Background: an optimization exercise with open tools, aiming at small area, a short achievable clock period and few clock cycles per item. Do not read the settings as production practice.
In this exercise RTL edits were held to simulation tests only and were not proved equivalent to the original.
Power is estimated from default activity; no workload was simulated.

[flow/design.v]
module wprr_remap (
  input  logic        clk_i,
  input  logic        rst_ni,
  input  logic        start_i,        
  input  logic        cfg_i,          
  input  logic        keep_i,         
  input  logic        drop_i,         
  input  logic [11:0] wheel_i,
  input  logic [31:0] interval_i,
  output logic        idle_o,         
  output logic        final_o,        
  output logic [9:0]  quotient_o,
  output logic [31:0] interval_o
);
  typedef enum logic [1:0] {
    R_DONE,
    R_MUL,
    R_DIV,
    R_KEEP
  } remap_state_e;
  remap_state_e state_q;
  logic         cfg_q;           
  logic [3:0]   cnt_q;
  logic [1:0]   dig_q;
  logic [40:0]  acc_q;           
  logic         neg_q;           
  logic [30:0]  den_q;           
  logic [9:0]   quo_q;           
  logic [31:0]  ival_q;
  logic [18:0]  mcand_q;         
  logic [15:0]  wden_q;          
  logic [1:0]   skip_q;          
  logic [1:0]   skip_in;         
  logic         cfgp_q;          
  logic         final_q;         
  logic         last_q;          
  logic         protect, cfg_go;
  logic [11:0]  w_src;
  assign protect = keep_i && !cfg_q && (state_q != R_DONE);
  assign cfg_go  = cfgp_q && !protect;
  assign w_src   = ival_q[11:0];
  assign skip_in = (w_src <= 12'd1422) ? 2'd2 : (w_src <= 12'd2844) ? 2'd1 : 2'd0;
  function automatic logic [21:0] clamp22(input logic [31:0] v);
    clamp22 = (v[31:22] != '0) ? 22'h3fffff : v[21:0];
  endfunction
  function automatic logic [3:0] top_pair(input logic [21:0] v);
    top_pair = 4'd0;
    for (int j = 1; j < 11; j++) begin
      if (v[2*j +: 2] != 2'b00) top_pair = 4'(j);
    end
  endfunction
  logic [21:0] ic_in, ic_q;
  logic [3:0]  tp_in, cnt_m1;
  assign ic_in  = clamp22(interval_i);
  assign ic_q   = clamp22(ival_q);
  assign tp_in  = top_pair(ic_in);
  assign cnt_m1 = cnt_q - 4'd1;
  logic [18:0] mul_m;
  logic [10:0] den_t;
  logic [21:0] lo_sum;
  logic [19:0] hi_inc;
  logic [40:0] acc_mul;
  logic [30:0] den_mul;
  logic        last_add;
  assign mul_m   = mcand_q;        
  assign lo_sum  = {1'b0, acc_q[18:0], 2'b00} + (dig_q[1] ? {2'b00, mul_m, 1'b0} : 22'd0)
                                              + (dig_q[0] ? {3'b000, mul_m} : 22'd0);
  assign hi_inc  = acc_q[38:19] + 20'd1;
  assign acc_mul = {lo_sum[21] ? hi_inc : acc_q[38:19], lo_sum[20:0]};
  always_comb begin
    unique case (dig_q)
      2'd0: den_t = 11'd0;
      2'd1: den_t = cfg_q ? 11'd9  : 11'd500;
      2'd2: den_t = cfg_q ? 11'd18 : 11'd1000;
      default: den_t = cfg_q ? 11'd27 : 11'd1500;
    endcase
  end
  assign last_add = last_q;
  assign den_mul  = {den_q[28:0], 2'b00} + 31'(den_t) + (last_add ? 31'(wden_q) : 31'd0);
  logic [32:0] p2, rem_n;
  assign p2    = {neg_q, acc_q[40:10], acc_q[9]};
  logic [32:0] dx;
  logic [33:0] rsum;
  assign dx    = {2'b00, den_q} ^ {33{!neg_q}};
  assign rsum  = {p2, 1'b1} + {dx, !neg_q};
  assign rem_n = rsum[33:1];
  always_ff @(posedge clk_i or negedge rst_ni) begin
    if (!rst_ni) begin
      state_q <= R_DONE;
      cfg_q   <= 1'b0;
      cnt_q   <= '0;
      mcand_q <= 19'd424800;      
      wden_q  <= 16'd21240;       
      skip_q  <= 2'd1;
      cfgp_q  <= 1'b0;
      final_q <= 1'b0;
      last_q  <= 1'b0;
    end else begin
    last_q <= 1'b0;
    if (cfg_go) begin
      cfgp_q  <= 1'b0;
      state_q <= R_MUL;
      cfg_q   <= 1'b1;
      cnt_q   <= 4'd5;
      mcand_q <= 19'd90 << skip_in;
      skip_q  <= skip_in;
    end else if (start_i) begin
      state_q <= R_MUL;
      cfg_q   <= 1'b0;
      final_q <= 1'b0;
      cnt_q   <= tp_in;
      last_q  <= (tp_in == 4'd0);
    end else begin
      unique case (state_q)
        R_MUL: begin
          if (cnt_q == 4'd0) begin
            if (cfg_q) begin
              state_q <= R_KEEP;
            end else begin
              state_q <= R_DIV;
              cnt_q   <= 4'd9 - 4'(skip_q);
            end
          end else begin
            cnt_q  <= cnt_m1;
            last_q <= !cfg_q && (cnt_q == 4'd1);
          end
        end
        R_DIV: begin
          if (cnt_q == 4'd0) begin
            state_q <= R_DONE;
            final_q <= 1'b1;
          end
          cnt_q <= cnt_m1;
        end
        R_KEEP: begin
          state_q <= R_DONE;
          cfg_q   <= 1'b0;
          mcand_q <= acc_q[18:0];
          wden_q  <= den_q[15:0];
        end
        default: ;
      endcase
      if (drop_i && !cfg_q) state_q <= R_DONE;
    end
    if (cfg_i) cfgp_q <= 1'b1;
    end
  end
  always_ff @(posedge clk_i) begin
    if (cfg_i) ival_q <= {20'd0, wheel_i};
    if (cfg_go) begin
      dig_q  <= w_src[11:10];
      acc_q  <= '0;
      den_q  <= '0;
    end else if (start_i) begin
      if (!cfg_i) ival_q <= interval_i;
      dig_q  <= ic_in[2*tp_in +: 2];
      acc_q  <= '0;
      den_q  <= '0;
      neg_q  <= 1'b0;
      quo_q  <= '0;
    end else if (state_q == R_MUL) begin
      acc_q  <= acc_mul;
      den_q  <= den_mul;
      dig_q  <= cfg_q ? ival_q[2*cnt_m1 +: 2] : ic_q[2*cnt_m1 +: 2];
    end else if (state_q == R_DIV) begin
      acc_q  <= {rem_n[30:0], acc_q[8:0], 1'b0};
      neg_q  <= rem_n[32];
      if (!rem_n[32]) quo_q[cnt_q] <= 1'b1;
    end
  end
  assign idle_o     = (state_q == R_DONE) && !cfgp_q;
  assign final_o    = final_q;
  assign quotient_o = quo_q;
  assign interval_o = ival_q;
endmodule
module wheel_pulse_rate_remapper (
  input  logic        clk_i,
  input  logic        rst_ni,
  input  logic        s_axis_tvalid,
  output logic        s_axis_tready,
  input  logic [7:0]  s_axis_tdata,
  output logic        m_axis_tvalid,
  input  logic        m_axis_tready,
  output logic [39:0] m_axis_tdata,
  input  logic        cfg_valid_i,
  output logic        cfg_ready_o,
  input  logic [2:0]  cfg_index_i,
  input  logic [31:0] cfg_data_i
);
  localparam int QCNT_W = 5;
  localparam logic [QCNT_W-1:0] QCNT_LIM = QCNT_W'(28);
  logic [15:0] slow_q;
  logic [9:0]  debounce_q;
  logic [15:0] idle_q;
  logic [7:0]  pulse_q;
  logic [21:0] hold_q;
  assign cfg_ready_o = 1'b1;
  always_ff @(posedge clk_i or negedge rst_ni) begin
    if (!rst_ni) begin
      slow_q     <= 16'd383;
      debounce_q <= 10'd100;
      idle_q     <= 16'd4000;
      pulse_q    <= 8'd2;
      hold_q     <= 22'd900000;
    end else if (cfg_valid_i) begin
      case (cfg_index_i)
        3'd1: slow_q     <= cfg_data_i[15:0];
        3'd2: debounce_q <= cfg_data_i[9:0];
        3'd3: idle_q     <= cfg_data_i[15:0];
        3'd4: pulse_q    <= cfg_data_i[7:0];
        3'd5: hold_q     <= cfg_data_i[21:0];
        default: ;
      endcase
    end
  end
  logic        q_done;       
  logic        q_final;      
  logic        qnext_q;      
  logic        b_go, b_edge, blue;
  logic [1:0]  occ_q;                  
  logic        ent0_q, ent1_q;         
  logic        tready_q;
  logic [31:0] sr_q;                   
  logic        e_q;                    
  logic [QCNT_W-1:0] k_q;              
  logic [QCNT_W-1:0] k2_q;             
  logic        in_fire, h_edge, a_go, q_full;
  logic [1:0]  occ_d;
  assign s_axis_tready = tready_q;
  assign in_fire = tready_q && s_axis_tvalid;
  assign h_edge  = ent0_q && (sr_q > {22'd0, debounce_q});
  assign q_full  = e_q ? (k2_q >= QCNT_LIM) : (k_q >= QCNT_LIM);
  assign a_go    = (occ_q != 2'd0) && !(h_edge && (e_q || !q_done)) && !q_full;
  assign occ_d   = occ_q + 2'(in_fire) - 2'(a_go);
  always_ff @(posedge clk_i or negedge rst_ni) begin
    if (!rst_ni) begin
      occ_q    <= '0;
      ent0_q   <= 1'b0;
      ent1_q   <= 1'b0;
      tready_q <= 1'b1;
    end else begin
      occ_q    <= occ_d;
      tready_q <= (occ_d != 2'd2);
      if (a_go) begin
        ent0_q <= (occ_q == 2'd2) ? ent1_q : s_axis_tdata[0];
        if (in_fire) ent1_q <= s_axis_tdata[0];
      end else if (in_fire) begin
        if (occ_q == 2'd0) ent0_q <= s_axis_tdata[0];
        else               ent1_q <= s_axis_tdata[0];
      end
    end
  end
  always_ff @(posedge clk_i or negedge rst_ni) begin
    if (!rst_ni) begin
      sr_q <= '0;
    end else if (a_go) begin
      sr_q <= h_edge ? 32'd1 : sr_q + 32'd1;
    end
  end
  logic [9:0]  q_val;
  logic [31:0] q_meas;
  wprr_remap u_remap (
    .clk_i      (clk_i),
    .rst_ni     (rst_ni),
    .start_i    (a_go && h_edge),
    .cfg_i      (cfg_valid_i && (cfg_index_i == 3'd0)),
    .keep_i     (qnext_q),
    .drop_i     (b_go && b_edge && blue),
    .wheel_i    (cfg_data_i[11:0]),
    .interval_i (sr_q),
    .idle_o     (q_done),
    .final_o    (q_final),
    .quotient_o (q_val),
    .interval_o (q_meas)
  );
  logic out_valid_q, out_free;
  logic b_known;
  logic e_old_q;
  assign out_free = !out_valid_q || m_axis_tready;
  assign b_edge   = (k_q == '0) && e_q;
  assign b_go     = out_free && (k_q != '0 || (e_q && e_old_q)) && b_known;
  logic [QCNT_W-1:0] k_inc, k_dec, k2_inc;
  logic              a_plain;
  assign k_inc   = k_q + 1'b1;
  assign k_dec   = k_q - 1'b1;
  assign k2_inc  = k2_q + 1'b1;
  assign a_plain = a_go && !h_edge;
  always_ff @(posedge clk_i or negedge rst_ni) begin
    if (!rst_ni) begin
      e_q  <= 1'b0;
      k_q  <= '0;
      k2_q <= '0;
    end else begin
      if (b_go && b_edge) begin
        e_q  <= 1'b0;
        k_q  <= a_go ? k2_inc : k2_q;
        k2_q <= '0;
      end else begin
        if (a_go && h_edge) e_q <= 1'b1;
        if (e_q) begin
          k_q  <= b_go ? k_dec : k_q;
          k2_q <= a_go ? k2_inc : k2_q;
        end else begin
          k_q  <= (b_go == a_plain) ? k_q : (b_go ? k_dec : k_inc);
        end
      end
    end
  end
  logic [31:0] now_q, sw_q, meas_q;
  logic [21:0] next_q;
  logic [7:0]  pl_q;
  logic [1:0]  lamp_q;
  logic        level_q, first_q;
  logic        fnp_q;    
  logic        f0_q;     
  logic [9:0]  lwlo_q;   
  logic        lwhi_q;   
  logic        pend, use_q, fire;
  logic        mgt_slow_q;    
  logic        ge_slow_q;     
  logic        ge_slow_now, ge_slow_inc;
  logic        now_max, sw_max;
  logic [31:0] sw_inc;
  logic        eq_next, eq_q;
  logic        fq, q_le_sw, q_wrap, fq_known;
  logic        fnp_cur, eq_cur;
  logic        hold_carry;
  logic        fnp_fired, f0_fired;
  logic        fnp_kept, f0_kept;
  logic        lvl_f, lvl_n, level;
  logic [7:0]  pl_f, pl_n;
  assign q_le_sw = (sw_q[31:10] != '0) || (sw_q[9:0] >= q_val);
  assign q_wrap  = lwhi_q && (({1'b0, lwlo_q} + {1'b0, q_val}) >= 11'h400);
  assign fq      = f0_q ? (q_wrap || q_le_sw) : (q_wrap && q_le_sw);
  assign fq_known = q_final || (f0_q && !lwhi_q && !q_le_sw);
  assign pend    = b_edge || first_q;
  assign blue    = b_edge && mgt_slow_q && ge_slow_q;
  assign ge_slow_now = (sw_q >= {16'd0, slow_q});
  assign ge_slow_inc = sw_max ? (slow_q == '0) : (ge_slow_now || (sw_inc == {16'd0, slow_q}));
  assign use_q   = b_edge && !blue;
  assign fnp_cur = qnext_q ? fq : fnp_q;
  assign eq_cur  = qnext_q ? eq_q : eq_next;
  assign fire    = !pend ? fnp_cur : (use_q ? fq : f0_q);
  assign b_known = (use_q || (!pend && qnext_q)) ? fq_known : 1'b1;
  assign now_max = &now_q;
  assign sw_max  = &sw_q;
  assign sw_inc  = sw_q + 32'd1;
  assign eq_next = (sw_inc == {10'd0, next_q});
  assign eq_q    = (sw_inc == {22'd0, q_val});
  assign hold_carry = ({1'b0, now_q[21:0]} + {1'b0, hold_q}) >= 23'h400000 && (&now_q[31:22]);
  assign fnp_fired  = (hold_q == 22'd1) || (!now_max && ((hold_q == 22'd0) || hold_carry));
  assign f0_fired   = !now_max;
  assign fnp_kept = !pend ? (eq_cur || (!now_max && fnp_cur)) : (use_q ? eq_q : sw_max);
  assign f0_kept  = sw_max || (!now_max && f0_q);
  assign lvl_f = (pulse_q != '0);
  assign pl_f  = lvl_f ? pulse_q - 8'd1 : 8'd0;
  assign lvl_n = (pl_q != '0);
  assign pl_n  = lvl_n ? pl_q - 8'd1 : 8'd0;
  assign level = fire ? lvl_f : lvl_n;
  always_ff @(posedge clk_i or negedge rst_ni) begin
    if (!rst_ni) begin
      now_q       <= '0;
      sw_q        <= '0;
      meas_q      <= '0;
      next_q      <= 22'd999999;
      pl_q        <= '0;
      lamp_q      <= 2'd0;
      level_q     <= 1'b0;
      first_q     <= 1'b1;
      out_valid_q <= 1'b0;
      fnp_q       <= 1'b0;
      f0_q        <= 1'b1;
      lwlo_q      <= '0;
      lwhi_q      <= 1'b0;
      qnext_q     <= 1'b0;
      mgt_slow_q  <= 1'b0;
      e_old_q     <= 1'b0;
      ge_slow_q   <= 1'b0;
    end else begin
      mgt_slow_q <= (q_meas > {16'd0, slow_q});
      e_old_q    <= e_q && !(b_go && b_edge);
      ge_slow_q  <= !b_go ? ge_slow_now : (fire ? (slow_q <= 16'd1) : ge_slow_inc);
      if (out_free) out_valid_q <= b_go;
      if (b_go) begin
        first_q <= 1'b0;
        now_q   <= now_q + 32'd1;
        sw_q    <= fire ? 32'd1 : sw_inc;
        if (b_edge) meas_q <= q_meas;
        next_q  <= fire ? hold_q : ((use_q || (!pend && qnext_q)) ? {12'd0, q_val} :
                                    (!pend ? next_q : 22'd0));
        qnext_q <= !fire && (use_q || (!pend && qnext_q)) && !q_final;
        pl_q    <= fire ? pl_f : pl_n;
        level_q <= level;
        if (pend)                            lamp_q <= blue ? 2'd1 : 2'd2;
        else if (sw_q > {16'd0, idle_q})     lamp_q <= 2'd0;
        fnp_q   <= fire ? fnp_fired : fnp_kept;
        f0_q    <= fire ? f0_fired : f0_kept;
        if (fire) begin
          lwlo_q <= now_q[9:0];
          lwhi_q <= &now_q[31:10];
        end
      end else if (qnext_q && q_final) begin
        next_q  <= {12'd0, q_val};
        fnp_q   <= fq;
        qnext_q <= 1'b0;
      end
    end
  end
  assign m_axis_tvalid = out_valid_q;
  assign m_axis_tdata  = {5'd0, meas_q, lamp_q, level_q};
endmodule
[flow/run.sh]
#!/bin/bash
# synth_recipe.tcl (not shown) runs the flow's synth.tcl, then flattens the netlist and writes it again
# the make line also repeats each setting of config.mk as NAME=value (left out here)
make -C /OpenROAD-flow-scripts/flow DESIGN_CONFIG=/design/flow/config.mk WORK_HOME=/design/flow/orfs CLKGATE_MAP_FILE= SYNTH_SCRIPT=/design/flow/synth_recipe.tcl finish
[flow/config.mk]
export PLATFORM = sky130hd
export DESIGN_NAME = wheel_pulse_rate_remapper
export DESIGN_NICKNAME = wheel_pulse_rate_remapper
export VERILOG_FILES = /design/flow/design.v
export SDC_FILE = /design/flow/constraint.sdc
export NUM_CORES = 4
export LEC_CHECK = 0
export CAP_MARGIN = 20
export CORE_MARGIN = 2
export CORE_UTILIZATION = 40
export SETUP_SLACK_MARGIN = 4.5
export SLEW_MARGIN = 20
[flow/constraint.sdc]
create_clock -name core_clock -period 8.0 [get_ports {clk_i}]
set_input_delay 1.6000 -clock core_clock [delete_from_list [all_inputs] [get_ports {clk_i}]]
set_output_delay 1.6000 -clock core_clock [all_outputs]
set_load 0.01 [all_outputs]
==> flow_summary.ini, run 1 <==
[run_status]
status = no timing/DRC/antenna violations

[setup_path]
max_stage_delay_ns = 0.54
crit_end = u_remap.den_q[24]
endpoint_kind = flip-flop
crit_family = compound AO/OA/AOI/OAI gates
required_ns = 8.47
r2r-end = u_remap.den_q[24]
cp-startpoint = u_remap.dig_q[0]
arrival_ns = 4.32
r2r_cells = 17
crit_fanout = 7
reg2reg_slack_ns = 4.15
crit_top_cell = buf_6
worstSetupPathDepth = 17
slowest_stage = fa_1
r2r_start = u_remap.dig_q[0]
crit_type = flip-flop to flip-flop
path_cells = buf_6 > buf_12 > and2_4 > nand2b_4 > fa_1 > ha_4 > o21a_4 > a2111oi_4 > o31ai_2 > buf_4 > o31ai_4 > o2111a_2 > nor3_4 > buf_6 > nand2_2 > xor2_1 > a211oi_1
cp.buffers_inverters = 4
crit_path_start_kind = flip-flop

[floorplan]
design.core.area_um2 = 71200
die-height_um = 272
dieWidth_um = 272
rows = 98
pin_count = 91
die_area_um2 = 73800
start_util_pct = 40.2

[min_path]
hold_path_startpoint = u_remap.wden_q[14]
hold_path_depth = 2
hold_class = flip-flop to flip-flop

[grt]
grt.total_usage_pct = 23.1
antenna_found_initial = 2
overflow = 0
grt_pass1_wl_um = 136000
grt_max_degree = 85
grt_pass1_vias = 23700

[run]
drv_cap = 0

[synth]
synth_seq_area_share_pct = 36.4
ys_async_sr_fraction_pct = 72.9
synth_edf_count = 13
ys_types = 86
ys_warn_count = 2
ys.flop_type = dfrtp_1
yosysMostFrequentCell = nand2_1
synth_common_cells = nand2_1 (453), dfrtp_1 (252), nor2_1 (229), o21ai_0 (206), ha_1 (196)
netlist_instances = 3293
synth_area_per_cell_um2 = 8.70
synthTopCellsByArea = dfrtp_1 (22%), ha_1 (8.6%), dfxtp_1 (7.3%), nand2_1 (5.9%), dfstp_2 (5.8%)
synth_top_area_cell = dfrtp_1
syn_area_um2 = 28700
ys_seq_elements = 432
synth_top_area_share_pct = 22.0

[clocking]
path_clk_slew_ns = 0.06
numCtsBuffers = 51
cts.sinks = 432
cts_hold_buf = 0
h-tree-depth = 2
cts_buffer_depth = 3
clk_latency_ns = 0.63
clockRootBuffer = clkbuf_16
cts_tree = done

[sta]
fin_crit_sh_pct = 48.2
max_slew_margin_pct = 25.2
finalSetupViolCount = 0
hold_viol_final = 0
report.final.slew_viol_count = 0
finalClockSkew_ns = 0.0260
worst_pin_slew_ns = 1.11
post-route-min-period_ns = 3.85
fmax_mhz = 259
final.setup.tns_ns = 0
rsz0062_at_grt = true

[finish]
syn_to_final_growth_pct = 19.9
drive_gt1_share_pct = 16.3
final_cells = 4386
nNetsFinal = 3666

[power_and_ir_drop]
p_total_mw = 14.7
power_density_nw_per_um2 = 428
power.leakage_nw = 14.8
ir_worst_vdd_mv = 0.292

[place]
io_buffers = 67
dp.cells = 4171
gp_congestion = 0.882
hpwl_um = 58000

[routing]
wl_um = 88300
vias = 24900
initialDrtViolationCount = 2019
vias_per_cell = 5.68
ant_nets = 0
firstDrtPassIters = 6
wire_per_inst_um = 20.1
drt_drc_violations_left = 0
[power breakdown]
part / switching, mW / internal (mW) / total (mW)
sequential: 0.851 / 2.98 / 3.83
combinational: 4.52 / 3.90 / 8.42
clock: 1.02 / 1.42 / 2.45
[per-stage QoR]
step	hold WS, ns	setup slack, ns	utilization [%]	area [µm²]
after floorplan	0.420	4.47	-	28800
after global placement	0.443	2.49	42.5	30300
after detailed placement	0.446	2.46	42.5	30300
after CTS	0.456	4.11	46.5	33100
after global routing	0.475	4.05	48.2	34400
final	0.454	4.15	48.2	34400
[cells in the final DEF, fill, tap and decap left out, types with 14 or more instances in the layout]
cell type,instances
nand2_1,443
dfrtp_1,243
nor2_1,216
o21ai_0,188
inv_1,173
xnor2_1,166
ha_1,164
a21oi_1,145
nand3_1,105
dfxtp_1,104
buf_4,93
nor3_1,80
xor2_1,68
clkdlybuf4s50_1,66
dfstp_2,63
nand4_1,60
mux2_2,60
clkbuf_16,57
mux2i_1,51
a21o_1,42
a211oi_1,41
and3_1,41
nor4_1,37
nand2b_1,29
fa_1,27
o31ai_1,26
and2_1,25
buf_6,23
o21a_1,22
ha_4,22
nor2b_1,21
o211ai_1,21
or3_1,21
a31oi_1,20
a22oi_1,20
a211o_1,16
a22o_1,16
o21ai_1,14
a21oi_2,14
buf_12,14
[worst reg2reg max path, stage by stage (launching register included)]
cell and delay [ns]:
edfxtp_1 0.40, buf_6 0.16, buf_12 0.14, and2_4 0.14, nand2b_4 0.13, fa_1 0.54, ha_4 0.23, o21a_4 0.22
a2111oi_4 0.41, o31ai_2 0.09, buf_4 0.15, o31ai_4 0.31, o2111a_2 0.26, nor3_4 0.07, buf_6 0.14, nand2_2 0.05
xor2_1 0.17, a211oi_1 0.09
[area by class of cell]
cell class | instances | area, µm²
flip-flops and latches | 432 | 10400
inverters | 183 | 687
diodes | 2 | 5.00
multi-input cells | 2516 | 18100
well taps | 950 | 1190
clock inverters | 23 | 267
fillers | 6709 | 36900
repair buffers | 208 | 2180
clock buffers | 72 | 1480
[how the worst min path moves through the flow]
stage               slack (ns)                  to
finish                    0.45  u_remap.wden_q[14]
global route              0.47   u_remap.wden_q[9]
CTS                       0.46   u_remap.wden_q[9]
detailed placement        0.45   u_remap.wden_q[9]
global placement          0.44  u_remap.wden_q[14]
floorplan                 0.42  u_remap.wden_q[14]
[flip-flops by register name, indices dropped and copies added (netlist names), 19 cells and up]
signal           cells
hold_q              22
meas_q              32
next_q              22
now_q               32
sr_q                32
sw_q                32
u_remap.acc_q       41
u_remap.den_q       31
u_remap.ival_q      32
u_remap.mcand_q     19
[kinds of logic after synthesis]
| logic type | share of synthesized area (%) |
|---|---|
| other cells | 0.0262 |
| flops | 36.4 |
| mux | 4.61 |
| compound gates | 16.5 |
| simple gates | 19.6 |
| buf+inv | 4.79 |
| fa+ha+maj | 10.7 |
| xor+xnor | 7.40 |
[routing by layer]
metal	vias to the layer above	GRT usage [%]	wire (µm)
li1	11900	-	-
met1	12200	32.2	40600
met2	658	37.1	40200
met3	170	3.13	4670
met4	2	7.49	2820
met5	-	0	11
[what timing repair did]
item | 4_1_cts | 5_1_grt
setup endpoints to repair | 244 | 165
cloned | 9 | 5
resized for setup | 87 | 179
pin swaps | 33 | 103
setup buffers | 55 | 49
Testbench counts, summed over its fixed seeds: cycles 9,054, items 8,000.
==> run 2: changes to the inputs <==
--- a/flow/design.v
+++ b/flow/design.v
@@ -162,5 +162,5 @@
       acc_q  <= acc_mul;
       den_q  <= den_mul;
-      dig_q  <= cfg_q ? ival_q[2*cnt_m1 +: 2] : ic_q[2*cnt_m1 +: 2];
+      dig_q  <= ic_q[2*cnt_m1 +: 2];    
     end else if (state_q == R_DIV) begin
       acc_q  <= {rem_n[30:0], acc_q[8:0], 1'b0};
--- a/flow/config.mk
+++ b/flow/config.mk
@@ -8,5 +8,5 @@
 export CAP_MARGIN = 20
 export CORE_MARGIN = 2
-export CORE_UTILIZATION = 40
+export CORE_UTILIZATION = 30
 export SETUP_SLACK_MARGIN = 4.5
 export SLEW_MARGIN = 20
==> run 2 against run 1 <==
Against the previous run: still clean; sequential power decreased by 2%; utilization down 12 points; count of clock-buffer cells in the layout grew 15; power is 1.2% lower; first-iteration DRC count shrank 16%; combinational power is 2% lower; final area down 1.5%; clock power up 2%; register-to-register slack improved by 0.13 ns; non-clock buffer count down 24; synthesized area decreased by 0.29%; critical path type unchanged; critical endpoint is now u_remap.den_q[25]; largest cell class unchanged.
==> flow_summary.ini, run 2 <==
[place]
io_buffers = 67
gp_congestion = 0.871
hpwl_um = 55400

[synth]
ys.flop_type = dfrtp_1
synthTopCellsByArea = dfrtp_1 (22%), ha_1 (8.6%), dfxtp_1 (7.3%), dfstp_2 (5.8%), xnor2_1 (5.4%)
syn_area_um2 = 28600
synth_edf_count = 13
yosysMostFrequentCell = nand2_1
synth_common_cells = nand2_1 (406), dfrtp_1 (252), nor2_1 (223), o21ai_0 (201), ha_1 (197)
synth_seq_area_share_pct = 36.5
synth_area_per_cell_um2 = 8.88
ys_seq_elements = 432
synth_top_area_share_pct = 22.1
ys_types = 104
ys_warn_count = 2
synth_top_area_cell = dfrtp_1
netlist_instances = 3218
ys_async_sr_fraction_pct = 72.9

[setup_path]
path_cells = buf_6 > and2_4 > nand2b_4 > fa_1 > ha_4 > a21o_1 > a21oi_2 > o21bai_1 > a2111o_1 > a2111o_1 > a41oi_4 > buf_12 > nor2_1 > xnor2_1 > o21ai_1
crit_path_start_kind = flip-flop
max_stage_delay_ns = 0.52
crit_type = flip-flop to flip-flop
arrival_ns = 4.20
r2r_start = u_remap.dig_q[0]
required_ns = 8.47
cp-startpoint = u_remap.dig_q[0]
endpoint_kind = flip-flop
crit_fanout = 7
slowest_stage = fa_1
crit_top_cell = a2111o_1

[finish]
top_register = u_remap.acc_q
largest_register_ffs = 41
regArea_um2 = 10400
multi_input_area_um2 = 17600
syn_to_final_growth_pct = 18.5
final_cell_mix = nand2_1 (400), dfrtp_1 (241), nor2_1 (219), o21ai_0 (186), ha_1 (180)
nNetsFinal = 3573
nFillCells = 9746
insertedDiodeCount = 0
final_common_cell = nand2_1
drive_gt1_share_pct = 16.1

[sta]
finalClockSkew_ns = 0.0533
worst_pin_slew_ns = 1.05
report.final.slew_viol_count = 0
post-route-min-period_ns = 3.72
max_slew_margin_pct = 29.8
hold_viol_final = 0
final.setup.tns_ns = 0
hold_slack_ns = 0.450
finalSetupViolCount = 0
fin_crit_sh_pct = 46.5
rsz0062_at_grt = true
fmax_mhz = 269

[floorplan]
rows = 113
pin_count = 91
dieWidth_um = 313
design.core.area_um2 = 94700
start_util_pct = 30.2
die-height_um = 313
die_area_um2 = 97700

[clocking]
cts_hold_buf = 0
clockRootBuffer = clkbuf_16
numCtsBuffers = 52
clk_latency_ns = 0.65
h-tree-depth = 2
cts_tree = done
cts_buffer_depth = 3
cts.sinks = 432
path_clk_slew_ns = 0.06

[grt]
grt.total_usage_pct = 16.3
antenna_found_initial = 0
grt_max_degree = 157
grt_pass1_wl_um = 130000
overflow = 0
grt_pass1_vias = 23300

[power_and_ir_drop]
p_int_mw = 8.25
pwr-share-clk_pct = 17.2
power.leakage_nw = 14.6
p_seq_share_pct = 25.9
ir_worst_vdd_mv = 0.210
swShare_pct = 43.2
p_total_mw = 14.5
combPwrFrac_pct = 56.9
power.switching_mw = 6.28
power_density_nw_per_um2 = 429

[routing]
wire_per_inst_um = 17.8
drt_drc_violations_left = 0
firstDrtPassIters = 6
vias = 23900
initialDrtViolationCount = 1691
ant_nets = 0
vias_per_cell = 5.18
wl_um = 82200

[min_path]
hold_path_startpoint = u_remap.ival_q[28]
hold_class = flip-flop to flip-flop

[run]
drv_cap = 0

[run_status]
status = no timing/DRC/antenna violations
==> run 2: repair_timing <==
item / CTS / global route
buffers inserted: 51 / 35
pin swaps: 56 / 61
endpoints found under the setup margin: 230 / 152
gates cloned: 3 / 5
gates resized for setup: 102 / 105
==> run 2: final timing paths <==
check / slack, ns / cells after the start / end
max: 4.28 / 15 / u_remap.den_q[25]
min: 0.45 / 2 / meas_q[28]
max reg2reg: 4.28 / 15 / u_remap.den_q[25]
min reg2reg: 0.45 / 2 / meas_q[28]
max in group asynchronous: 5.49 / 2 / sw_q[8]
min in group asynchronous: 0.97 / 1 / debounce_q[4]
==> run 2: power by group through the flow <==
| stage | Combinational, mW | Sequential [mW] | Clock (mW) |
|---|---|---|---|
| floorplan | 5.64 | 3.49 | 0 |
| CTS | 7.70 | 3.74 | 2.57 |
| global route | 9.22 | 3.85 | 2.65 |
| finish | 8.27 | 3.76 | 2.50 |
| global placement | 7.03 | 3.79 | 0 |
| detailed placement | 7.13 | 3.79 | 0 |
==> run 2: cell families after synthesis <==
| family | Yosys count | share of synthesized area (%) |
|---|---|---|
| AND/OR/NAND/NOR | 1094 | 18.5 |
| AO/OA/AOI/OAI | 729 | 16.4 |
| flip-flops | 432 | 36.5 |
| buffers and inverters | 348 | 4.91 |
| XOR/XNOR | 256 | 7.85 |
| adder cells (fa/ha/maj) | 229 | 10.8 |
| multiplexers | 128 | 5.00 |
| other | 2 | 0.0263 |
==> run 2: stage by stage <==
stage | utilization [%] | cell area (µm²) | setup WS, ns | instances
final | 35.7 | 33800 | 4.28 | 4606
after global routing | 35.7 | 33800 | 4.16 | 4606
after CTS | 34.9 | 33100 | 4.23 | 4566
after detailed placement | 32.1 | 30400 | 3.15 | 4415
after global placement | 32.1 | 30400 | 3.19 | 4414
after floorplan | - | 28600 | 4.50 | 3222
==> run 2: critical path: cells and delay by family, from the launching register on <==
family,cells,cell delay [ns]
and+or+nand+nor,3,0.33
AOI/OAI and AO/OA,7,1.60
DFF,1,0.46
adders and majority gates,2,0.73
xor gates and xnor gates,1,0.13
buffers and inverters,2,0.33
==> run 2: metal layers <==
metal	vias to the layer above	routed length [µm]	global-route usage, %
li1	11500	-	-
met1	11700	39000	22.8
met2	530	37100	26.2
met3	130	3650	2.16
met4	0	2410	5.09
met5	-	0	0
==> run 2: area by class of cell <==
class                      count  share of cell area, %
tap                         1265                   4.68
sequential                   432                   30.9
clock inverter                10                  0.599
clock buffer                  87                   4.77
multi-input combinational   2447                   51.9
timing repair buffer         184                   5.21
inverter                     181                   2.01
Testbench counts of run 2, summed over its fixed seeds: cycles 9,054, items 8,000.
==> run 3: changes to the inputs <==
--- a/flow/config.mk
+++ b/flow/config.mk
@@ -9,4 +9,5 @@
 export CORE_MARGIN = 2
 export CORE_UTILIZATION = 30
+export CTS_BUF_LIST = sky130_fd_sc_hd__clkbuf_8
 export SETUP_SLACK_MARGIN = 4.5
 export SLEW_MARGIN = 20
==> run 3 against run 2 <==
Against the previous run: critical path type unchanged; highest routed layer unchanged; synthesized cell count stayed put; synthesized area stayed put; setup slack worse by 0.017 ns; sequential power hardly changed; largest power group unchanged; global-route usage is 0.051 points higher; non-clock buffer count stayed put; register-to-register slack worse by 0.02 ns; fmax is 0.47% lower; sequential cell count stayed put; largest cell class unchanged.
==> flow_summary.ini, run 3 <==
[run_status]
status = no timing/DRC/antenna violations

[synth]
yosysMostFrequentCell = nand2_1
synth_top_area_share_pct = 22.1
ys_types = 104
ys_seq_elements = 432
synth_area_per_cell_um2 = 8.88
synth_common_cells = nand2_1 (406), dfrtp_1 (252), nor2_1 (223), o21ai_0 (201), ha_1 (197)
ys_warn_count = 2
synth_top_area_cell = dfrtp_1
syn_area_um2 = 28600
netlist_instances = 3218
synth_seq_area_share_pct = 36.5
synthTopCellsByArea = dfrtp_1 (22%), ha_1 (8.6%), dfxtp_1 (7.3%), dfstp_2 (5.8%), xnor2_1 (5.4%)
synth_edf_count = 13
ys.flop_type = dfrtp_1
ys_async_sr_fraction_pct = 72.9

[sta]
setup_ws_ns = 4.26
worst_pin_slew_ns = 1.10
hold_slack_ns = 0.440
finalClockSkew_ns = 0.0468
report.final.slew_viol_count = 0
fmax_mhz = 267
post-route-min-period_ns = 3.74
hold_viol_final = 0
final.setup.tns_ns = 0
max_slew_margin_pct = 26.5
finalSetupViolCount = 0
rsz0062_at_grt = true
fin_crit_sh_pct = 46.7

[floorplan]
start_util_pct = 30.2
die-height_um = 313
dieWidth_um = 313
die_area_um2 = 97700
design.core.area_um2 = 94700
pin_count = 91
rows = 113

[setup_path]
crit_path_start_kind = flip-flop
required_ns = 8.57
crit_fanout = 7
endpoint_kind = flip-flop
r2r_cells = 15
arrival_ns = 4.31
crit_type = flip-flop to flip-flop

[place]
dp.cells = 4415
dp_slack_ns = 3.15
post_dp_cell_area_um2 = 30400
gp_congestion = 0.871
io_buffers = 67
hpwl_um = 55400

[finish]
final_cell_mix = nand2_1 (396), dfrtp_1 (240), nor2_1 (218), inv_1 (192), o21ai_0 (189)
multi_input_area_um2 = 17600
top_register = u_remap.acc_q
regArea_um2 = 10500
final_cells = 4667
drive_gt1_share_pct = 17.9
nNetsFinal = 3605
final_common_cell = nand2_1
largest_register_ffs = 41
syn_to_final_growth_pct = 19.2
fin_util_pct = 36.0
nFillCells = 9740
fin_area_um2 = 34100

[routing]
initialDrtViolationCount = 1881
ant_nets = 0
drt_drc_violations_left = 0
vias_per_cell = 5.15
vias = 24000
firstDrtPassIters = 5
wire_per_inst_um = 17.8
wl_um = 82900

[grt]
grt_max_degree = 157
grt_pass1_wl_um = 130000
overflow = 0
grt_pass1_vias = 23400
antenna_found_initial = 2
grt.total_usage_pct = 16.4

[power_and_ir_drop]
p_seq_share_pct = 25.6
power_density_nw_per_um2 = 432
pwr-share-clk_pct = 17.2
ir_worst_vdd_mv = 0.230
p_total_mw = 14.7
p_int_mw = 8.30
power.switching_mw = 6.40
power.leakage_nw = 14.8
combPwrFrac_pct = 57.3
swShare_pct = 43.5

[clocking]
h-tree-depth = 3
cts_tree = done
cts.sinks = 432
cts_buffer_depth = 3
clockRootBuffer = clkbuf_8
path_clk_slew_ns = 0.06
numCtsBuffers = 84
clk_latency_ns = 0.74

[min_path]
hold_path_depth = 2
hold_class = flip-flop to flip-flop

[run]
drv_cap = 0
-- run 3: layer usage --
layer | vias to the layer above | routed length (µm) | GRT usage (%)
met5 | - | 0 | 0
li1 | 11600 | - | -
met3 | 157 | 4390 | 2.87
met1 | 11700 | 38700 | 22.4
met2 | 537 | 37400 | 26.0
met4 | 0 | 2450 | 5.49
-- run 3: critical path: stages, from the launching register on --
cell and delay [ns]:
edfxtp_1 0.41, buf_6 0.15, and2_4 0.13, nand2b_4 0.13, fa_1 0.56, ha_4 0.22, a21o_1 0.16, a21oi_2 0.19
o21bai_2 0.09, a2111o_1 0.45, a2111o_1 0.51, a41oi_4 0.19, buf_12 0.16, nor2_1 0.05, xnor2_1 0.12, o21ai_0 0.08
-- run 3: area by class of cell --
class                      count  area share [%]
multi-input combinational   2447            51.8
sequential                   432            30.7
timing repair buffer         184            5.27
tap                         1265            4.65
clock buffer                 109            4.41
inverter                     181            1.99
clock inverter                48            1.23
antenna                        1         0.00735
-- run 3: final timing paths --
check                                   startpoint                 to  slack, ns
worst min-delay path            u_remap.ival_q[28]         meas_q[28]       0.44
max in group asynchronous                   rst_ni            sw_q[6]       5.61
min in group asynchronous                   rst_ni      debounce_q[4]       0.90
worst max register to register    u_remap.dig_q[0]  u_remap.den_q[23]       4.26
worst min register to register  u_remap.ival_q[28]         meas_q[28]       0.44
worst max-delay path              u_remap.dig_q[0]  u_remap.den_q[23]       4.26
-- run 3: logic make-up (layout without fill, tap and decap cells) --
kind of cell | after synthesis | count (layout) | share of synthesized area, %
AOI/OAI and AO/OA | 729 | 730 | 16.4
xor gates and xnor gates | 256 | 256 | 7.85
adders and majority gates | 229 | 229 | 10.8
buffers and inverters | 348 | 522 | 4.91
DFF | 432 | 432 | 36.5
muxes | 128 | 128 | 5.00
other | 2 | 7 | 0.0263
and+or+nand+nor | 1094 | 1098 | 18.5
-- run 3: repair_timing --
item / in CTS / in global routing
cloned: 2 / 7
hold buffers: 0 / 0
pin swaps: 19 / 88
buffers inserted: 42 / 43
setup endpoints to repair: 228 / 154
gates resized for setup: 66 / 162
-- run 3: power groups by stage --
| stage | Clock (mW) | Sequential (mW) | Combinational [mW] |
|---|---|---|---|
| 4_1_cts | 2.58 | 3.73 | 7.49 |
| 2_1_floorplan | 0 | 3.49 | 5.64 |
| 5_1_grt | 2.69 | 3.86 | 9.36 |
| 6_report | 2.52 | 3.76 | 8.42 |
| 3_3_place_gp | 0 | 3.79 | 7.03 |
| 3_5_place_dp | 0 | 3.79 | 7.13 |
==> run 4: changes to the inputs <==
--- a/flow/config.mk
+++ b/flow/config.mk
@@ -8,6 +8,5 @@
 export CAP_MARGIN = 20
 export CORE_MARGIN = 2
-export CORE_UTILIZATION = 30
-export CTS_BUF_LIST = sky130_fd_sc_hd__clkbuf_8
+export CORE_UTILIZATION = 40
 export SETUP_SLACK_MARGIN = 4.5
 export SLEW_MARGIN = 20
==> run 4 against run 3 <==
Against the previous run: still clean; utilization up 13 points; register-to-register slack gained 0.04 ns; sequential cell count unchanged; power up 3.2%; final area grew 1.7%; via count up 0.22%; synthesized area is the same; critical path type unchanged; critical endpoint is now u_remap.den_q[29]; highest routed layer unchanged.
==> flow_summary.ini, run 4 <==
[power_and_ir_drop]
ir_worst_vdd_mv = 0.206
power.leakage_nw = 15.1
power_density_nw_per_um2 = 438

[synth]
synthTopCellsByArea = dfrtp_1 (22%), ha_1 (8.6%), dfxtp_1 (7.3%), dfstp_2 (5.8%), xnor2_1 (5.4%)
synth_top_area_cell = dfrtp_1
ys.flop_type = dfrtp_1
synth_seq_area_share_pct = 36.5
ys_types = 104
ys_async_sr_fraction_pct = 72.9
synth_common_cells = nand2_1 (406), dfrtp_1 (252), nor2_1 (223), o21ai_0 (201), ha_1 (197)
synth_edf_count = 13
netlist_instances = 3218
synth_top_area_share_pct = 22.1
ys_seq_elements = 432
yosysMostFrequentCell = nand2_1
synth_area_per_cell_um2 = 8.88
syn_area_um2 = 28600
ys_warn_count = 2

[finish]
top_register = u_remap.acc_q
syn_to_final_growth_pct = 21.2
drive_gt1_share_pct = 18.9
final_cell_mix = nand2_1 (387), dfrtp_1 (243), nor2_1 (215), ha_1 (178), o21ai_0 (175)
multi_input_area_um2 = 18100
fin_area_um2 = 34600
nFillCells = 6622
largest_register_ffs = 41
regArea_um2 = 10400
nNetsFinal = 3608
final_common_cell = nand2_1

[clocking]
cts_hold_buf = 0
clk_latency_ns = 0.63
clockRootBuffer = clkbuf_16
numCtsBuffers = 51
path_clk_slew_ns = 0.06
cts_buffer_depth = 3
h-tree-depth = 2
cts_tree = done
cts.sinks = 432

[floorplan]
design.core.area_um2 = 70400
pin_count = 91
rows = 97
die-height_um = 271
start_util_pct = 40.6
dieWidth_um = 271
die_area_um2 = 73600

[sta]
final.setup.tns_ns = 0
rsz0062_at_grt = true
max_slew_margin_pct = 21.0
fmax_mhz = 270
fin_crit_sh_pct = 46.3
worst_pin_slew_ns = 1.18
post-route-min-period_ns = 3.70
finalSetupViolCount = 0
finalClockSkew_ns = 0.0768
report.final.slew_viol_count = 0
hold_viol_final = 0

[routing]
wire_per_inst_um = 19.3
wl_um = 83500
firstDrtPassIters = 6
drt_drc_violations_left = 0
initialDrtViolationCount = 1727
vias_per_cell = 5.58
ant_nets = 0
vias = 24100

[grt]
use_met3_pct = 3.18
top_usage_layer = met2
grt_use_met1_pct = 30.7
grt_max_degree = 141
grt_pass1_wl_um = 130000
antenna_found_initial = 0
grt.total_usage_pct = 21.6
overflow = 0
grt_pass1_vias = 23000
use_met2_pct = 34.1

[setup_path]
crit_fanout = 7
arrival_ns = 4.13
endpoint_kind = flip-flop
cp.buffers_inverters = 3
path_cells = buf_6 > nand2_1 > inv_2 > ha_4 > ha_4 > fa_2 > a21o_1 > a21oi_2 > o21bai_2 > a2111o_1 > a2111o_1 > a41oi_4 > buf_12 > nor2_1 > xnor2_1 > o21ai_1
required_ns = 8.43
crit_type = flip-flop to flip-flop
max_stage_delay_ns = 0.50
crit_path_start_kind = flip-flop
slowest_stage = a2111o_1
crit_family = compound AO/OA/AOI/OAI gates

[place]
post_dp_cell_area_um2 = 30000
io_buffers = 67
gp_congestion = 0.884
hpwl_um = 54200

[run]
drv_cap = 0

[min_path]
hold_class = flip-flop to flip-flop

[run_status]
status = no timing/DRC/antenna violations
==> run 4: cells by family (layout without fill, tap and decap cells) <==
| family | count (synthesis) | in the layout | share of synthesized area, % |
|---|---|---|---|
| flops | 432 | 432 | 36.5 |
| other cells | 2 | 8 | 0.0263 |
| mux | 128 | 128 | 5.00 |
| simple gates | 1094 | 1100 | 18.5 |
| compound gates | 729 | 730 | 16.4 |
| xor+xnor | 256 | 256 | 7.85 |
| fa+ha+maj | 229 | 229 | 10.8 |
| buf+inv | 348 | 494 | 4.91 |
==> run 4: power breakdown <==
part,internal (mW),switching (mW),leakage (nW)
registers,2.97,0.796,4.87
clock network,1.56,1.01,0.888
logic,4.08,4.76,9.33
total,8.61,6.56,15.1
==> run 4: repair_timing <==
item | 4_1_cts | 5_1_grt
buffers inserted | 71 | 46
gates resized for setup | 141 | 219
pin swaps | 65 | 134
setup endpoints to repair | 272 | 194
cloned | 7 | 9
==> run 4: final timing paths <==
| path | start | end | slack, ns | cells past startpoint |
|---|---|---|---|---|
| worst max register to register | u_remap.dig_q[1] | u_remap.den_q[29] | 4.30 | 16 |
| max in group asynchronous | rst_ni | u_remap.last_q | 5.83 | 2 |
| worst max-delay path | u_remap.dig_q[1] | u_remap.den_q[29] | 4.30 | 16 |
| min in group asynchronous | rst_ni | sw_q[29] | 0.87 | 1 |
| worst min-delay path | u_remap.den_q[29] | u_remap.den_q[29] | 0.46 | 2 |
| worst min register to register | u_remap.den_q[29] | u_remap.den_q[29] | 0.46 | 2 |
==> run 4: area by class of cell <==
class                   count  area share, %
diodes                      2         0.0145
clock buffers              73           4.18
clock inverters            22           1.12
inverters                 181           1.97
multi-input cells        2449           52.4
flip-flops and latches    432           30.2
well taps                 940           3.40
repair buffers            218           6.72
==> run 4: metal layers <==
metal	share of wire, %	wire [µm]
met1	47	39100
met2	45	37500
met3	5.5	4600
met4	2.8	2320
met5	0	0
==> run 4: tightest hold or removal path, cell delays in order, from the launching register on <==
cell and delay (ns):
dfxtp_1 0.31, nand2_1 0.05, o21ai_1 0.05
==> run 4: per-stage QoR <==
stage / hold WS (ns) / util (%) / total power [mW] / setup WS [ns] / instances
5_1_grt: 0.475 / 49.2 / 16.3 / 4.16 / 4315
3_3_place_gp: 0.452 / 42.6 / 10.9 / 3.22 / 4087
6_report: 0.458 / 49.2 / 15.2 / 4.30 / 4317
3_5_place_dp: 0.452 / 42.6 / 10.9 / 3.11 / 4087
4_1_cts: 0.462 / 47.1 / 14.3 / 4.25 / 4260
2_1_floorplan: 0.426 / - / 9.12 / 4.50 / 3222
==> run 5: changes to the inputs <==
--- a/flow/config.mk
+++ b/flow/config.mk
@@ -8,5 +8,5 @@
 export CAP_MARGIN = 20
 export CORE_MARGIN = 2
-export CORE_UTILIZATION = 40
-export SETUP_SLACK_MARGIN = 4.5
+export CORE_UTILIZATION = 50
+export SETUP_SLACK_MARGIN = 4.7
 export SLEW_MARGIN = 20
==> run 5 against run 4 <==
Against the previous run: sequential cell count unchanged; non-clock buffer count grew 11; critical endpoint is now u_remap.den_q[19]; highest routed layer unchanged; sequential power grew 2%; still clean on timing, DRC and antenna; largest power group unchanged; combinational power up 6.4%; synthesized cell count stayed put.
==> flow_summary.ini, run 5 <==
[floorplan]
pin_count = 91
die-height_um = 243
design.core.area_um2 = 56400
dieWidth_um = 243
start_util_pct = 50.7
die_area_um2 = 59100
rows = 87

[place]
post_dp_cell_area_um2 = 29800
dp_slack_ns = 3.67
io_buffers = 67
gp_congestion = 0.911
hpwl_um = 56900

[synth]
synth_area_per_cell_um2 = 8.88
ys_seq_elements = 432
synth_top_area_cell = dfrtp_1
netlist_instances = 3218
synth_common_cells = nand2_1 (406), dfrtp_1 (252), nor2_1 (223), o21ai_0 (201), ha_1 (197)
synth_top_area_share_pct = 22.1
yosysMostFrequentCell = nand2_1
synthTopCellsByArea = dfrtp_1 (22%), ha_1 (8.6%), dfxtp_1 (7.3%), dfstp_2 (5.8%), xnor2_1 (5.4%)
ys.flop_type = dfrtp_1
ys_async_sr_fraction_pct = 72.9
ys_types = 104
syn_area_um2 = 28600
synth_edf_count = 13
synth_seq_area_share_pct = 36.5
ys_warn_count = 2

[clocking]
numCtsBuffers = 51
h-tree-depth = 2
cts_tree = done
clk_latency_ns = 0.61
path_clk_slew_ns = 0.06
cts_buffer_depth = 3
clockRootBuffer = clkbuf_16
cts.sinks = 432

[setup_path]
crit_path_start_kind = flip-flop
arrival_ns = 4.26
r2r_start = u_remap.dig_q[0]
path_cells = buf_12 > and2_4 > nand2b_4 > fa_1 > ha_4 > a21o_1 > a21oi_2 > o21bai_1 > a2111o_1 > a2111o_1 > a41oi_4 > nor2_1 > xnor2_1 > o21ai_0
crit_top_cell = a2111o_1
required_ns = 8.52
reg2reg_slack_ns = 4.26
max_stage_delay_ns = 0.52
crit_type = flip-flop to flip-flop
r2r_cells = 14
endpoint_kind = flip-flop
crit_fanout = 7
slowest_stage = fa_1
r2r-end = u_remap.den_q[19]

[routing]
highest_layer = met4
firstDrtPassIters = 6
vias = 24800
dr_wl_met2_um = 39200
initialDrtViolationCount = 1930
met3_wirelength_um = 5940
ant_nets = 0
wl_um = 87100
wire_per_inst_um = 21.0
vias_per_cell = 5.99
wl_met1_um = 39400
drt_drc_violations_left = 0

[finish]
drive_gt1_share_pct = 20.2
fin_area_um2 = 34700
regArea_um2 = 10500
final_common_cell = nand2_1
syn_to_final_growth_pct = 21.5
final_cell_mix = nand2_1 (390), dfrtp_1 (236), nor2_1 (216), o21ai_0 (181), ha_1 (169)
largest_register_ffs = 41
multi_input_area_um2 = 18300
top_register = u_remap.acc_q
nNetsFinal = 3616
nFillCells = 4829
fin_util_pct = 61.5

[grt]
overflow = 0
grt_pass1_wl_um = 136000
grt.total_usage_pct = 28.5
antenna_found_initial = 2
grt_pass1_vias = 24100
grt_max_degree = 114

[sta]
hold_viol_final = 0
post-route-min-period_ns = 3.74
max_slew_margin_pct = 31.9
worst_pin_slew_ns = 1.02
fmax_mhz = 267
rsz0062_at_grt = true
fin_crit_sh_pct = 46.8
finalSetupViolCount = 0
final.setup.tns_ns = 0
report.final.slew_viol_count = 0
finalClockSkew_ns = 0.0200
setup_ws_ns = 4.26

[min_path]
hold_class = flip-flop to flip-flop
hold_path_startpoint = u_remap.ival_q[31]
hold_path_depth = 2
whs_endpoint = meas_q[31]

[run_status]
status = no timing/DRC/antenna violations

[power_and_ir_drop]
power_density_nw_per_um2 = 453
ir_worst_vdd_mv = 0.315
power.leakage_nw = 15.2

[run]
drv_cap = 0
[run 5: critical path, delay by kind of cell, from the launching register on]
family          cells  cell delay (ns)
simple gates        3             0.37
xor+xnor            1             0.14
compound gates      7             1.82
flops               1             0.43
fa+ha+maj           2             0.73
buf+inv             1             0.17
[run 5: where the power goes]
group | switching, mW | internal, mW | total, mW
clock network | 0.973 | 1.50 | 2.48
registers | 0.851 | 2.97 | 3.83
logic | 5.02 | 4.39 | 9.41
[run 5: final cells by class]
class | instances | area share, %
Tap cell | 756 | 2.73
Timing Repair Buffer | 229 | 7.24
Multi-Input combinational cell | 2446 | 52.8
Inverter | 181 | 1.96
Sequential cell | 432 | 30.1
Clock inverter | 12 | 0.548
Clock buffer | 83 | 4.55
Antenna cell | 1 | 0.00721
[run 5: per-layer routing]
| metal | vias to the layer above | global-route usage [%] |
|---|---|---|
| met1 | 12300 | 40.7 |
| met2 | 750 | 45.0 |
| met3 | 150 | 4.37 |
| li1 | 11600 | - |
| met4 | 0 | 7.81 |
| met5 | - | 0 |
[run 5: cells by family (layout without fill, tap and decap cells)]
group | count (synthesis) | count (layout) | share of synthesized area [%]
fa+ha+maj | 229 | 229 | 10.8
compound gates | 729 | 730 | 16.4
simple gates | 1094 | 1097 | 18.5
other cells | 2 | 7 | 0.0263
flops | 432 | 432 | 36.5
mux | 128 | 128 | 5.00
buf+inv | 348 | 505 | 4.91
xor+xnor | 256 | 256 | 7.85
[run 5: repair_timing]
| item | CTS | global route |
|---|---|---|
| gates cloned | 10 | 6 |
| buffers inserted | 71 | 51 |
| resized for setup | 177 | 217 |
| endpoints found under the setup margin | 326 | 200 |
| hold buffers | 0 | 0 |
| pin swaps | 72 | 135 |
[run 5: worst max path at each step]
stage	start	endpoint	slack [ns]	cells after the start
final	u_remap.dig_q[0]	u_remap.den_q[19]	4.26	14
after global routing	u_remap.dig_q[0]	u_remap.den_q[19]	4.12	14
after CTS	u_remap.dig_q[0]	u_remap.den_q[19]	4.24	14
after detailed placement	m_axis_tready	e_old_q	3.67	9
after global placement	m_axis_tready	e_old_q	3.72	9
after floorplan	u_remap.dig_q[1]	u_remap.den_q[21]	4.57	15
[run 5: metrics by stage]
stage               total power [mW]  hold WS (ns)  instances
CTS                             14.5         0.455       4081
global route                    16.8         0.475       4139
detailed placement              11.1         0.446       3905
global placement                10.9         0.449       3905
finish                          15.7         0.450       4140
floorplan                       9.17         0.426       3222
==> run 6: changes to the inputs <==
--- a/flow/design.v
+++ b/flow/design.v
@@ -10,4 +10,5 @@
   output logic        idle_o,         
   output logic        final_o,        
+  output logic        busy_o,         
   output logic [9:0]  quotient_o,
   output logic [31:0] interval_o
@@ -171,4 +172,5 @@
   assign idle_o     = (state_q == R_DONE) && !cfgp_q;
   assign final_o    = final_q;
+  assign busy_o     = (state_q != R_DONE) && !cfg_q && !cfgp_q;
   assign quotient_o = quo_q;
   assign interval_o = ival_q;
@@ -217,4 +219,6 @@
   logic        q_final;      
   logic        qnext_q;      
+  logic        orph_q;       
+  logic        q_busy, q_drop_ok;
   logic        b_go, b_edge, blue;
   logic [1:0]  occ_q;                  
@@ -231,5 +235,13 @@
   assign h_edge  = ent0_q && (sr_q > {22'd0, debounce_q});
   assign q_full  = e_q ? (k2_q >= QCNT_LIM) : (k_q >= QCNT_LIM);
-  assign a_go    = (occ_q != 2'd0) && !(h_edge && (e_q || !q_done)) && !q_full;
+  logic q_drop_ok_q;
+  always_ff @(posedge clk_i or negedge rst_ni) begin
+    if (!rst_ni) q_drop_ok_q <= 1'b0;
+    else q_drop_ok_q <= q_busy && qnext_q && !e_q && f0_q && !lwhi_q && (sw_q[31:10] == '0) &&
+                        (now_q[31:5] != '1) &&
+                        (({1'b0, sw_q[9:0]} + {6'd0, k_q} + 11'd1) < {1'b0, q_val});
+  end
+  assign q_drop_ok = q_drop_ok_q && qnext_q && q_busy;
+  assign a_go    = (occ_q != 2'd0) && !(h_edge && (e_q || (!q_done && !q_drop_ok))) && !q_full;
   assign occ_d   = occ_q + 2'(in_fire) - 2'(a_go);
   always_ff @(posedge clk_i or negedge rst_ni) begin
@@ -271,4 +283,5 @@
     .idle_o     (q_done),
     .final_o    (q_final),
+    .busy_o     (q_busy),
     .quotient_o (q_val),
     .interval_o (q_meas)
@@ -339,5 +352,5 @@
   assign ge_slow_inc = sw_max ? (slow_q == '0) : (ge_slow_now || (sw_inc == {16'd0, slow_q}));
   assign use_q   = b_edge && !blue;
-  assign fnp_cur = qnext_q ? fq : fnp_q;
+  assign fnp_cur = orph_q ? 1'b0 : (qnext_q ? fq : fnp_q);
   assign eq_cur  = qnext_q ? eq_q : eq_next;
   assign fire    = !pend ? fnp_cur : (use_q ? fq : f0_q);
@@ -374,4 +387,5 @@
       lwhi_q      <= 1'b0;
       qnext_q     <= 1'b0;
+      orph_q      <= 1'b0;
       mgt_slow_q  <= 1'b0;
       e_old_q     <= 1'b0;
@@ -400,4 +414,5 @@
           lwhi_q <= &now_q[31:10];
         end
+        if (pend) orph_q <= 1'b0;
       end else if (qnext_q && q_final) begin
         next_q  <= {12'd0, q_val};
@@ -405,4 +420,8 @@
         qnext_q <= 1'b0;
       end
+      if (a_go && h_edge && !q_done) begin
+        qnext_q <= 1'b0;
+        orph_q  <= 1'b1;
+      end
     end
   end
--- a/flow/config.mk
+++ b/flow/config.mk
@@ -8,5 +8,5 @@
 export CAP_MARGIN = 20
 export CORE_MARGIN = 2
-export CORE_UTILIZATION = 50
-export SETUP_SLACK_MARGIN = 4.7
+export CORE_UTILIZATION = 20
+export SETUP_SLACK_MARGIN = 4.5
 export SLEW_MARGIN = 20
==> run 6 against run 5 <==
Against the previous run: highest routed layer unchanged; largest power group unchanged; critical path depth up 2; synthesized cell count decreased by 0.25%; fmax increased by 1.7%; die area grew 150%; combinational power fell by 9.6%; power shrank 5.9%; wire length rose by 0.77%; via count shrank 1.5%; first-iteration DRC count is 5.5% lower; sequential power down 2%; global-route usage decreased by 17 points.
==> flow_summary.ini, run 6 <==
[routing]
ant_nets = 0
drt_drc_violations_left = 0
wl_um = 87800
vias_per_cell = 4.64
initialDrtViolationCount = 1823
wire_per_inst_um = 16.7
firstDrtPassIters = 6
vias = 24400

[sta]
setup_ws_ns = 4.32
hold_viol_final = 0
rsz0062_at_grt = true
fin_crit_sh_pct = 46.0
worst_pin_slew_ns = 1.19
finalSetupViolCount = 0
post-route-min-period_ns = 3.68
report.final.slew_viol_count = 0
final.setup.tns_ns = 0
max_slew_margin_pct = 20.6
hold_slack_ns = 0.457
fmax_mhz = 272
finalClockSkew_ns = 0.0586

[synth]
synth_common_cells = nand2_1 (413), dfrtp_1 (254), nor2_1 (221), o21ai_0 (218), ha_1 (211)
netlist_instances = 3210
synth_top_area_share_pct = 22.3
ys_types = 90
synth_seq_area_share_pct = 36.8
synth_edf_count = 13
synthTopCellsByArea = dfrtp_1 (22%), ha_1 (9.3%), dfxtp_1 (7.3%), dfstp_2 (5.8%), nand2_1 (5.4%)
ys_seq_elements = 434
ys_async_sr_fraction_pct = 73.0
ys.flop_type = dfrtp_1
synth_top_area_cell = dfrtp_1
synth_area_per_cell_um2 = 8.87
yosysMostFrequentCell = nand2_1
syn_area_um2 = 28500
ys_warn_count = 2

[setup_path]
crit_type = flip-flop to flip-flop
arrival_ns = 4.19
endpoint_kind = flip-flop
crit_path_start_kind = flip-flop
required_ns = 8.50
crit_fanout = 6

[clocking]
cts.sinks = 434
cts_tree = done
clk_latency_ns = 0.64
h-tree-depth = 2
clockRootBuffer = clkbuf_16
cts_buffer_depth = 3
numCtsBuffers = 52
path_clk_slew_ns = 0.06

[power_and_ir_drop]
power.leakage_nw = 15.1
power.switching_mw = 6.38
swShare_pct = 43.1
combPwrFrac_pct = 57.6
pwr-share-clk_pct = 17.1
p_int_mw = 8.41
p_seq_share_pct = 25.4
power_density_nw_per_um2 = 415
ir_worst_vdd_mv = 0.234
p_total_mw = 14.8

[floorplan]
die_area_um2 = 145000
start_util_pct = 20.1
rows = 138
dieWidth_um = 381
pin_count = 91
die-height_um = 381
design.core.area_um2 = 141000

[grt]
grt_max_degree = 161
antenna_found_initial = 1
grt_pass1_wl_um = 139000
grt.total_usage_pct = 11.7
overflow = 0
grt_pass1_vias = 24000

[finish]
top_register = u_remap.acc_q
final_common_cell = nand2_1
fin_area_um2 = 35700
final_cell_mix = nand2_1 (393), dfrtp_1 (233), nor2_1 (206), o21ai_0 (201), ha_1 (176)
drive_gt1_share_pct = 18.8
largest_register_ffs = 41
syn_to_final_growth_pct = 25.2
final_cells = 5265
nNetsFinal = 3620
fin_util_pct = 25.2

[place]
hpwl_um = 59200
dp_slack_ns = 3.40
io_buffers = 67
dp.cells = 5041
post_dp_cell_area_um2 = 31200
gp_congestion = 0.894

[run]
drv_cap = 0

[min_path]
hold_class = flip-flop to flip-flop

[run_status]
status = no timing/DRC/antenna violations
[run 6: final timing paths]
check                                   start                 to  slack, ns  cells past startpoint
max in group asynchronous              rst_ni      u_remap.cfg_q       5.52                      2
setup reg to reg             u_remap.dig_q[1]  u_remap.acc_q[33]       4.32                     16
hold reg to reg            u_remap.ival_q[26]         meas_q[26]       0.46                      2
setup / recovery             u_remap.dig_q[1]  u_remap.acc_q[33]       4.32                     16
hold / removal             u_remap.ival_q[26]         meas_q[26]       0.46                      2
min in group asynchronous              rst_ni         pulse_q[0]       1.01                      1
[run 6: power by group through the flow]
stage | combinational [mW] | clock [mW] | sequential (mW)
after floorplan | 5.29 | 0 | 3.44
after global placement | 6.52 | 0 | 3.77
after detailed placement | 6.65 | 0 | 3.79
after CTS | 7.70 | 2.58 | 3.73
after global routing | 9.40 | 2.67 | 3.84
final | 8.51 | 2.52 | 3.75
[run 6: area by class of cell]
type,instances,area [µm²]
timing repair buffer,211,2120
inverter,182,686
fill,15100,106000
clock buffer,70,1440
antenna,1,2.50
sequential,434,10500
tap,1890,2360
clock inverter,28,392
multi-input combinational,2449,18100
[run 6: critical path: stages, from the launching register on]
cell,delay [ns]
edfxtp_1,0.39
buf_6,0.16
buf_8,0.15
nand2_4,0.05
fa_1,0.49
inv_2,0.05
ha_4,0.16
a211o_1,0.31
a2111oi_4,0.40
nor3_4,0.10
o2111ai_4,0.25
a41oi_4,0.15
buf_12,0.17
and4_4,0.22
nand2_1,0.07
o21ai_0,0.08
a2111oi_1,0.36
[run 6: timing repair]
item	4_1_cts	5_1_grt
setup endpoints to repair	266	165
resized for setup	198	137
pin swaps	80	93
hold buffers	0	0
setup buffers	75	42
endpoints found under the hold margin	0	0
cloned	6	2
[run 6: kinds of logic (layout without fill, tap and decap cells)]
family	Yosys count	after routing	share of synthesized area, %
xor+xnor	260	260	8.00
flops	434	434	36.8
simple gates	1084	1086	18.2
compound gates	733	734	16.2
other cells	2	7	0.0264
buf+inv	334	491	4.55
fa+ha+maj	242	242	11.4
mux	121	121	4.78
[run 6: routing by layer]
layer  track usage (%)  wire length [µm]  share of wire [%]
met5                 0                 0                  0
met1              15.8             39900                 45
met3              1.53              4710                5.4
met4              3.67              2550                2.9
met2              19.2             40700                 46
Testbench counts of run 6, summed over its fixed seeds: cycles 8,885, items 8,000.
==> run 7: changes to the inputs <==
--- a/flow/config.mk
+++ b/flow/config.mk
@@ -8,5 +8,5 @@
 export CAP_MARGIN = 20
 export CORE_MARGIN = 2
-export CORE_UTILIZATION = 20
-export SETUP_SLACK_MARGIN = 4.5
+export CORE_UTILIZATION = 40
+export SETUP_SLACK_MARGIN = 4.3
 export SLEW_MARGIN = 20
==> run 7 against run 6 <==
Against the previous run: synthesized area is the same; via count shrank 2.5%; final area is 6.2% lower; synthesized cell count is the same; non-clock buffer count fell by 39; critical endpoint is now u_remap.acc_q[30].
==> flow_summary.ini, run 7 <==
[run_status]
status = no timing/DRC/antenna violations

[synth]
synth-compound-area-share_pct = 16.2
synthMuxAreaShare_pct = 4.78
synth_top_area_share_pct = 22.3
synth_area_per_cell_um2 = 8.87
syn_area_um2 = 28500
synth_top_area_cell = dfrtp_1
synth_top_family_by_area = simple AND/OR/NAND/NOR gates
ys_types = 90
synthTopCellsByArea = dfrtp_1 (22%), ha_1 (9.3%), dfxtp_1 (7.3%), dfstp_2 (5.8%), nand2_1 (5.4%)
ys_async_sr_fraction_pct = 73.0
synth_xor_area_share_pct = 8.00
synth_common_cells = nand2_1 (413), dfrtp_1 (254), nor2_1 (221), o21ai_0 (218), ha_1 (211)
synth_seq_area_share_pct = 36.8
ys.flop_type = dfrtp_1
synthAdderAreaFrac_pct = 11.4
ys_seq_elements = 434
ys_warn_count = 2
yosysMostFrequentCell = nand2_1
synth-simple-area-share_pct = 18.2
netlist_instances = 3210
synth_edf_count = 13

[finish]
fin_util_pct = 47.6
top_register = u_remap.acc_q
nNetsFinal = 3582
final_cell_mix = nand2_1 (404), dfrtp_1 (240), nor2_1 (210), o21ai_0 (209), ha_1 (195)
insertedDiodeCount = 0
syn_to_final_growth_pct = 17.4
nFillCells = 6691
final_cells = 4276
final_common_cell = nand2_1
drive_gt1_share_pct = 15.0
largest_register_ffs = 41
fin_area_um2 = 33400

[place]
post_dp_cell_area_um2 = 30100
hpwl_um = 55200
io_buffers = 67
dp.cells = 4097
gp_congestion = 0.908

[grt]
grt_pass1_vias = 23200
grt_max_degree = 110
overflow = 0
grt_pass1_wl_um = 130000
antenna_found_initial = 0
grt.total_usage_pct = 21.9

[clocking]
path_clk_slew_ns = 0.06
cts_tree = done
cts_buffer_depth = 3
cts.sinks = 434
numCtsBuffers = 53
clk_latency_ns = 0.62
clockRootBuffer = clkbuf_16
h-tree-depth = 2
cts_hold_buf = 0

[power_and_ir_drop]
power.leakage_nw = 14.8
ir_worst_vdd_mv = 0.292
p_total_mw = 13.9
power_density_nw_per_um2 = 414

[sta]
report.final.slew_viol_count = 0
rsz0062_at_grt = true
finalClockSkew_ns = 0.0440
post-route-min-period_ns = 3.82
final.setup.tns_ns = 0
hold_viol_final = 0
finalSetupViolCount = 0
max_slew_margin_pct = 29.7
fmax_mhz = 262
fin_crit_sh_pct = 47.8
worst_pin_slew_ns = 1.05

[setup_path]
crit_end = u_remap.acc_q[30]
r2r_cells = 16
crit_fanout = 6
reg2reg_slack_ns = 4.18
r2r_start = u_remap.dig_q[1]
crit_path_start_kind = flip-flop
endpoint_kind = flip-flop
required_ns = 8.49
r2r-end = u_remap.acc_q[30]
arrival_ns = 4.32
crit_type = flip-flop to flip-flop
cp-startpoint = u_remap.dig_q[1]

[floorplan]
dieWidth_um = 271
pin_count = 91
start_util_pct = 40.5
die_area_um2 = 73400
die-height_um = 271
design.core.area_um2 = 70300
rows = 97

[routing]
wl_um = 81600
vias = 23800
initialDrtViolationCount = 1470
wire_per_inst_um = 19.1
firstDrtPassIters = 5
drt_drc_violations_left = 0
vias_per_cell = 5.57
ant_nets = 0

[run]
drv_cap = 0

[min_path]
hold_class = flip-flop to flip-flop
==> run 7: changes by cell type in the layout (fill, tap and decap cells not counted), sizes merged, moves of 4 or more <==
cell,change
clkinvlp,-5
clkbuf,+9
bufbuf,-4
buf,-37
==> run 7: timing repair <==
action                     in CTS  in global routing
cloned                          3                  3
setup endpoints to repair     215                216
setup buffers                  35                 39
pin swaps                      28                 61
gates resized for setup        95                 88
==> run 7: stage by stage <==
step,hold slack (ns),setup slack [ns]
2_1_floorplan,0.426,4.32
3_5_place_dp,0.449,3.23
5_1_grt,0.477,4.00
6_report,0.453,4.18
3_3_place_gp,0.445,3.29
4_1_cts,0.459,4.22
==> run 7: power breakdown <==
group | total (mW) | switching [mW] | internal [mW] | leakage, nW
logic | 7.57 | 4.12 | 3.45 | 8.92
registers | 3.74 | 0.797 | 2.94 | 4.92
clock network | 2.56 | 1.02 | 1.54 | 0.929
==> run 7: per-layer routing <==
layer,up-vias,global-route usage [%],share of wire (%)
li1,11500,-,-
met1,11600,30.9,47
met2,639,34.9,45
met3,133,3.07,5.6
met4,0,5.92,2.3
met5,-,0,0
==> run 7: layout make-up <==
type                            instances  area [µm²]  share of cell area, %
Multi-Input combinational cell       2449       17500                   52.4
Sequential cell                       434       10500                   31.4
Timing Repair Buffer                  172        1700                   5.07
Clock buffer                           77        1590                   4.74
Tap cell                              940        1180                   3.52
Inverter                              182         686                   2.05
Clock inverter                         22         285                  0.853
==> run 7: cells by family after synthesis <==
logic type	Yosys count
XOR/XNOR	260
AND/OR/NAND/NOR	1084
buffers and inverters	334
other	2
flip-flops	434
AO/OA/AOI/OAI	733
multiplexers	121
adder cells (fa/ha/maj)	242
==> run 7: critical path: stages, from the launching register on <==
cell and delay [ns]:
edfxtp_1 0.44, buf_12 0.14, nand2_2 0.05, fa_1 0.54, inv_2 0.05, ha_4 0.21, a211o_1 0.35, a2111oi_4 0.40
nor3_2 0.10, o2111ai_2 0.33, a41oi_4 0.23, buf_6 0.17, nand3_4 0.15, nor2_2 0.05, xnor2_1 0.17, o221ai_1 0.12
and2_1 0.18
==> run 7: worst min path at each step <==
stage / from / to / depth (start not counted)
after detailed placement: u_remap.ival_q[30] / meas_q[30] / 2
after global routing: u_remap.ival_q[29] / meas_q[29] / 2
after CTS: u_remap.ival_q[30] / meas_q[30] / 2
after floorplan: u_remap.ival_q[23] / meas_q[23] / 2
final: u_remap.ival_q[28] / meas_q[28] / 2
after global placement: u_remap.ival_q[23] / meas_q[23] / 2

Setup slack of run 7, layout unchanged: 4.176 ns with ideal ports, 4.176 ns with driving cells assumed (clock clkbuf_16, inputs buf_2), 3.804 ns with port delays also shifted by the 0.668 ns mid clock arrival.
